What follows belongs to an exercise in optimizing a design on an open flow for small area, a short achievable clock period and few clock cycles per item; a production flow would make more cautious choices. Function was checked by simulation only, so behaviour that the tests miss may differ from the original. Power figures rest on the tool's default switching activity, not on a simulated workload.

$ cat run.sh
#!/bin/bash
# synth_recipe.tcl (not shown) runs the flow's synth.tcl, then flattens the netlist and writes it again
# the make line also repeats each setting of config.mk as NAME=value (left out here)
make -C /OpenROAD-flow-scripts/flow DESIGN_CONFIG=/design/flow/config.mk WORK_HOME=/design/flow/orfs CLKGATE_MAP_FILE= SYNTH_SCRIPT=/design/flow/synth_recipe.tcl finish
$ cat design.v
package ssm_pkg;
  localparam int QUEUE_DEPTH = 16;
  localparam int PTR_W       = $clog2(QUEUE_DEPTH);
  localparam int CNT_W       = $clog2(QUEUE_DEPTH + 1);
  localparam int VALUE_W     = 32;
  localparam logic LIST_A = 1'b0;
  localparam logic LIST_B = 1'b1;
  typedef struct packed {
    logic                      list_select;
    logic signed [VALUE_W-1:0] element_value;
    logic                      list_end;
  } ssm_in_t;
  typedef struct packed {
    logic signed [VALUE_W-1:0] merged_value;
    logic                      source_list;
    logic                      merge_last;
    logic                      overflow;
  } ssm_out_t;
endpackage
module sorted_stream_merge_core (
  input  logic        clk,
  input  logic        rst,
  input  logic        push_valid,
  output logic        push_ready,
  input  logic [33:0] push_data,
  output logic        merge_valid,
  input  logic        merge_ready,
  output logic [34:0] merge_data
);
  localparam int DEPTH = ssm_pkg::QUEUE_DEPTH;
  localparam int PTR_W = ssm_pkg::PTR_W;
  localparam int CNT_W = ssm_pkg::CNT_W;
  localparam int VW    = ssm_pkg::VALUE_W;
  logic          s_valid;
  logic          s_list;
  logic [VW-1:0] s_val;
  logic          s_end;
  logic          p_valid;
  logic          p_list;
  logic [VW-1:0] p_val;
  logic          p_end;
  logic          r_valid;
  logic [34:0]   r_data;
  logic [VW-1:0]    mem [DEPTH];
  logic [VW-1:0]    head;       
  logic [PTR_W-1:0] rn, wr;     
  logic [CNT_W-1:0] cnt;        
  logic [CNT_W-1:0] tot;        
  logic [CNT_W-1:0] owed;       
  logic             owed_src;
  logic             owed_last;
  logic             own;
  logic             end_a, end_b;
  assign push_ready  = !s_valid;
  assign merge_valid = r_valid;
  assign merge_data  = r_data;
  function automatic logic slt(input logic [VW-1:0] x, input logic [VW-1:0] y);
    logic [VW-1:0] lt, eq;
    logic [VW-1:0] xu, yu;
    integer l, i;
    xu = {~x[VW-1], x[VW-2:0]};
    yu = {~y[VW-1], y[VW-2:0]};
    lt = ~xu & yu;
    eq = ~(xu ^ yu);
    for (l = 0; l < 5; l = l + 1) begin
      for (i = 0; i < VW / 2; i = i + 1) begin
        if (i < ((VW / 2) >> l)) begin
          lt[i] = lt[2*i+1] | (eq[2*i+1] & lt[2*i]);
          eq[i] = eq[2*i+1] & eq[2*i];
        end
      end
    end
    slt = lt[0];
  endfunction
  logic rfree, have, full, space, busy, end_own, end_p, end_np, head_wins;
  logic p_vs;    
  assign rfree     = !r_valid || merge_ready;
  assign have      = (cnt != '0);
  assign full      = (cnt == CNT_W'(DEPTH));
  assign space     = (tot != CNT_W'(DEPTH));
  assign busy      = (owed != '0);
  assign end_own   = own ? end_b : end_a;
  assign end_p     = p_list ? end_b : end_a;
  assign end_np    = p_list ? end_a : end_b;
  assign p_vs      = p_valid && have && (own != p_list);
  assign head_wins = own ? slt(head, p_val) : !slt(p_val, head);
  logic s_cand;
  assign s_cand = s_valid && (s_list == own) && !end_own && !full && space;
  logic          emit, e_src, e_last, e_ovf, e_held;
  logic          pop, owed_pop, live_pop, write, p_take, s_take;
  logic          set_end, clr_end, own_set, to_owed;
  always_comb begin
    emit     = 1'b0;
    e_held   = 1'b0;    
    e_src    = own;
    e_last   = 1'b0;
    e_ovf    = 1'b0;
    owed_pop = 1'b0;
    live_pop = 1'b0;
    write    = 1'b0;
    p_take   = 1'b0;
    s_take   = 1'b0;
    set_end  = 1'b0;
    clr_end  = 1'b0;
    own_set  = 1'b0;
    to_owed  = 1'b0;
    if (busy && rfree) begin
      emit     = 1'b1;
      owed_pop = 1'b1;
      e_src    = owed_src;
      e_last   = (owed == CNT_W'(1)) && owed_last;
    end
    if (p_valid) begin
      if (!have) begin
        if (end_np) begin
          if (!busy && rfree) begin
            emit    = 1'b1;
            e_held  = 1'b1;
            e_src   = p_list;
            e_last  = end_p || p_end;
            clr_end = e_last;
            p_take  = 1'b1;
          end
        end else if (space) begin
          write   = 1'b1;
          own_set = 1'b1;
          set_end = p_end;
          p_take  = 1'b1;
        end
      end else if (own == p_list) begin
        if (full) begin
          if (rfree) begin
            emit   = 1'b1;
            e_src  = 1'b0;
            e_ovf  = 1'b1;
            p_take = 1'b1;
          end
        end else if (space) begin
          write   = 1'b1;
          set_end = p_end;
          p_take  = 1'b1;
        end
      end else if (!busy && rfree) begin
        emit = 1'b1;
        if (head_wins) begin
          live_pop = 1'b1;
          if (s_cand) begin
            write  = 1'b1;
            s_take = 1'b1;
          end else if ((cnt == CNT_W'(1)) && !end_own) begin
            write   = 1'b1;
            own_set = 1'b1;
            set_end = p_end;
            p_take  = 1'b1;
          end
        end else begin
          e_held = 1'b1;
          e_src  = p_list;
          p_take = 1'b1;
          if (end_p || p_end) begin
            to_owed = 1'b1;
            clr_end = end_own;
            set_end = !end_own;
          end
        end
      end else if (s_cand) begin
        write  = 1'b1;
        s_take = 1'b1;
      end
    end
  end
  assign pop = owed_pop || live_pop;
  logic          w_from_s;
  logic [VW-1:0] wdata;
  assign w_from_s = p_vs && s_cand;
  assign wdata    = w_from_s ? s_val : p_val;
  always_ff @(posedge clk) begin
    if (rst) begin
      s_valid <= 1'b0;
      p_valid <= 1'b0;
      r_valid <= 1'b0;
      rn      <= PTR_W'(1);
      wr      <= '0;
      cnt     <= '0;
      tot     <= '0;
      owed    <= '0;
      end_a   <= 1'b0;
      end_b   <= 1'b0;
    end else begin
      if (!p_valid || p_take) begin
        p_valid <= s_valid || push_valid;
        s_valid <= 1'b0;
      end else if (s_take) begin
        s_valid <= 1'b0;
      end else if (push_valid && !s_valid) begin
        s_valid <= 1'b1;
      end
      if (emit) begin
        r_valid <= 1'b1;
      end else if (merge_ready) begin
        r_valid <= 1'b0;
      end
      if (pop)   rn <= rn + PTR_W'(1);
      if (write) wr <= wr + PTR_W'(1);
      tot <= tot + CNT_W'(write) - CNT_W'(pop);
      if (to_owed) begin
        owed <= cnt;
        cnt  <= '0;
      end else begin
        owed <= owed - CNT_W'(owed_pop);
        cnt  <= cnt + CNT_W'(write) - CNT_W'(live_pop);
      end
      if (clr_end) begin
        end_a <= 1'b0;
        end_b <= 1'b0;
      end else if (set_end) begin
        if (p_list) end_b <= 1'b1;
        else        end_a <= 1'b1;
      end else if (s_take && s_end) begin
        if (s_list) end_b <= 1'b1;
        else        end_a <= 1'b1;
      end
    end
  end
  always_ff @(posedge clk) begin
    if (!p_valid || p_take) begin
      if (s_valid) begin
        {p_list, p_val, p_end} <= {s_list, s_val, s_end};
      end else begin
        {p_list, p_val, p_end} <= push_data;
      end
    end
    if (push_valid && !s_valid) begin
      {s_list, s_val, s_end} <= push_data;
    end
    if (rfree) begin
      r_data <= {e_ovf ? VW'(0) : (e_held ? p_val : head), e_src, e_last, e_ovf};
    end
    if (own_set) begin
      own <= p_list;
    end
    if (to_owed) begin
      owed_src  <= own;
      owed_last <= end_own;
    end
    if (space) begin
      mem[wr] <= wdata;
    end
    if (pop) begin
      head <= (tot == CNT_W'(1)) ? wdata : mem[rn];
    end else if (tot == '0) begin
      head <= wdata;
    end
  end
endmodule
$ cat config.mk
export PLATFORM = sky130hd
export DESIGN_NAME = sorted_stream_merge_core
export DESIGN_NICKNAME = sorted_stream_merge_core
export VERILOG_FILES = /design/flow/design.v
export SDC_FILE = /design/flow/constraint.sdc
export NUM_CORES = 4
export LEC_CHECK = 0
export CAP_MARGIN = 20
export CORE_MARGIN = 2
export CORE_UTILIZATION = 40
export PLACE_DENSITY = 0.6
export SLEW_MARGIN = 20
$ cat constraint.sdc
create_clock -name core_clock -period 8.0 [get_ports {clk}]
set_input_delay 1.6000 -clock core_clock [delete_from_list [all_inputs] [get_ports {clk}]]
set_output_delay 1.6000 -clock core_clock [all_outputs]
set_load 0.01 [all_outputs]
==> run summary <==
-- power breakdown --
group          switching, mW  internal [mW]  total [mW]
sequential             0.323           4.74        5.06
combinational           1.86           1.53        3.39
clock                   1.39           1.89        3.28
total                   3.57           8.16        11.7
-- layer usage --
| layer | vias up | wire (microns) | track usage, % |
|---|---|---|---|
| met5 | - | 0 | 0 |
| met4 | 0 | 1750 | 6.25 |
| met3 | 96 | 3570 | 2.78 |
| met2 | 427 | 34500 | 32.0 |
| met1 | 7847 | 28000 | 24.2 |
| li1 | 6448 | - | - |
-- worst max-delay path, delay by kind of cell --
family                     cells  cell delay (ns)
and+or+nand+nor                6             1.66
adders and majority gates      3             1.03
AOI/OAI and AO/OA              4             0.58
buffers and inverters          2             0.49
-- per-stage QoR --
stage	worst slack [ns]	instances	util (%)	hold slack, ns
3_3_place_gp	2.70	2569	43.5	0.466
6_report	3.19	2700	46.7	0.490
2_1_floorplan	3.23	1543	-	0.459
4_1_cts	3.19	2700	46.7	0.493
3_5_place_dp	2.60	2569	43.5	0.486
5_1_grt	2.88	2700	46.7	0.542
-- flip-flops by register name, summed over array words and instances (netlist names), 5 cells and up, named ones only --
name / cells
mem: 512
r_data: 35
tot: 5
head: 32
owed: 5
cnt: 5
p_val: 32
s_val: 32
-- final timing paths --
path / from / to / cells after the start
max: merge_ready / tot[4]$_SDFF_PP0_ / 15
min: rn[3]$_SDFFE_PP0N_ / register / 2
max reg2reg: p_val[6]$_DFFE_PP_ / tot[4]$_SDFF_PP0_ / 17
min reg2reg: rn[3]$_SDFFE_PP0N_ / register / 2
-- placed cells by master (no fill, tap or decap), drive strengths merged, types with 42 or more instances in the layout --
cell type,count
clkbuf,86
ha,81
nor2,72
inv,95
mux4,160
clkdlybuf4s50,74
edfxtp,650
o21ai,42
nand2,51
mux2,69
buf,67
-- cell type report --
cell class | count | area, sq um
Sequential cell | 682 | 20200
Tap cell | 950 | 1190
Multi-Input combinational cell | 704 | 7970
Inverter | 92 | 345
Clock buffer | 86 | 1880
Fill cell | 5957 | 37900
Timing Repair Buffer | 141 | 1250
Clock inverter | 45 | 449
-- kinds of logic (layout without fill, tap and decap cells) --
logic type	Yosys count	after routing	synth area share [%]
buf+inv	157	364	2.17
compound gates	137	137	3.25
fa+ha+maj	83	83	3.68
simple gates	204	204	3.44
flops	682	682	70.4
xor+xnor	15	15	0.459
mux	265	265	16.6
==> qor.yml <==
cts:
  cts_made_buffers: 71
  clockRootBuffer: "clkbuf_16"
  postCtsHoldBufs: 0
  ctsResizeCount: 0
  cts_sinks: 682
  cts_tree: "done"
  clock_latency_ns: 0.62
  clockBufferDepth: 3
  htreeDepth: 3
  post_cts_buffers: 0
  clkTransAtPathRegs_ns: 0.06
routing:
  antenna_left: 0
  drt_pass1_iterations: 5
  drt_iter0_drc: 1491
  totalWireLength_microns: 67900
  drc: 0
  num_vias: 14800
  wl_per_cell_microns: 25.1
  via_per_inst: 5.49
pwr:
  leakagePower_nw: 11.2
  peakVddDrop_v: 0.000250
  powerDensity_mw_per_mm2: 353
  power_mw: 11.7
worst_setup_path:
  critPathMaxStageDelay_ns: 0.54
  cp-start-kind: "input port"
  cp-end-kind: "register"
  crit_chain: "clkdlybuf4s50_1 -> nor2b_1 -> nor3_2 -> and4_1 -> o21ai_0 -> a32oi_1 -> nand3_1 -> ha_1 -> inv_1 -> ha_1 -> fa_1 -> a21oi_1 -> nor2_1 -> or3_1 -> a21oi_1"
  r2r_slack_ns: 3.22
  slowest_stage: "nor3_2"
  critPathRequiredTime_ns: 8.54
  path_max_fanout: 9
  crit_type: "in2reg"
  cp.arrival_ns: 5.35
synthesis:
  netlist_area_sq_mm: 0.0286
  synth-seq-cells: 682
  yosysWarnings: 1
  syn_nets: 1664
  synthTopCellsByArea: "edfxtp_1 68%, mux4_2 13%, ha_1 3.5%"
  synth_top_area_share_pct: 68.2
  synthTopCellsByCount: "650 x edfxtp_1, 160 x mux4_2, 92 x inv_1"
  ys_seq_area_share_pct: 70.4
  synth.distinct_cells: 62
  yosysTopAreaCell: "edfxtp_1"
  synth_top_flop_cell: "edfxtp_1"
  async_reset_ff_share_pct: 0
  syn-instance-count: 1543
  yosysMostFrequentCell: "edfxtp_1"
  synth_area_per_cell_sq_um: 18.5
  synth_enable_flop_cells: 650
global_routing:
  grt_pass1_vias: 15400
  grt_max_degree: 69
  grt_pass1_wl_microns: 100000
  overflow: 0
  antenna_found_initial: 0
  grt_usage_pct: 18.6
floorplan:
  rows: 98
  dieArea_sq_mm: 0.0737
  die_h_microns: 271
  io_pins: 75
  initial_utilization_pct: 40.2
  core_region_area_sq_mm: 0.0711
  die_w_microns: 271
placement:
  placed_cell_area_sq_mm: 0.0309
  dp_hpwl_microns: 36800
  numPortBuffers: 74
  gp_congestion: 0.838
timing:
  fmax_ghz: 0.208
  relSlewSlack_pct: 24.1
  rsz0062_at_grt: "no"
  worst_pin_slew_ns: 1.14
  setup_viol_count_final: 0
  clock_skew_ns: 0.0225
  hold_viol: 0
  min_period_ns: 4.81
  tns_ns: 0
  drv_slew: 0
  period_share_pct: 60.1
final_layout:
  nets: 1813
  diodes: 0
  stdcell_area_sq_mm: 0.0332
  syn_to_final_growth_pct: 16.1
  drive_gt1_share_pct: 23.9
run_status:
  run_status: "timing/DRC/antenna clean"
hold_path:
  min_path_type: "reg2reg"
run:
  max_cap_violations: 0
Testbench counts, summed over its fixed seeds: cycles 5,444, items 4,231.

-- static timing again, ports no longer ideal --
The results above use ideal ports. As a check the final layout listed here was re-extracted and re-timed, cells and wires unchanged.
Step 1 (the two cells are an assumption about what drives the block):
set clk [get_ports {clk}]
set_driving_cell -lib_cell sky130_fd_sc_hd__clkbuf_16 $clk
set_driving_cell -lib_cell sky130_fd_sc_hd__buf_2 [delete_from_list [all_inputs] $clk]
Step 2 adds t to the input delays and takes it off the output delays; t is the mean of the earliest and latest rising clock arrival at the registers after step 1. Input paths then give back, and output paths get back, about the clock's delay inside the block.
Slacks: no drivers / after step 1 / after step 2; pairs: no drivers / after step 1.
shift t [ns]: 0.673
slack for setup (ns): 3.189 / 3.221 / 2.556
latest minus earliest clock arrival (ns): 0.023 / 0.023
After both steps this run still meets setup and hold. The setup slack of this run moves by +0.032 ns with the drivers and by -0.633 ns with both steps.
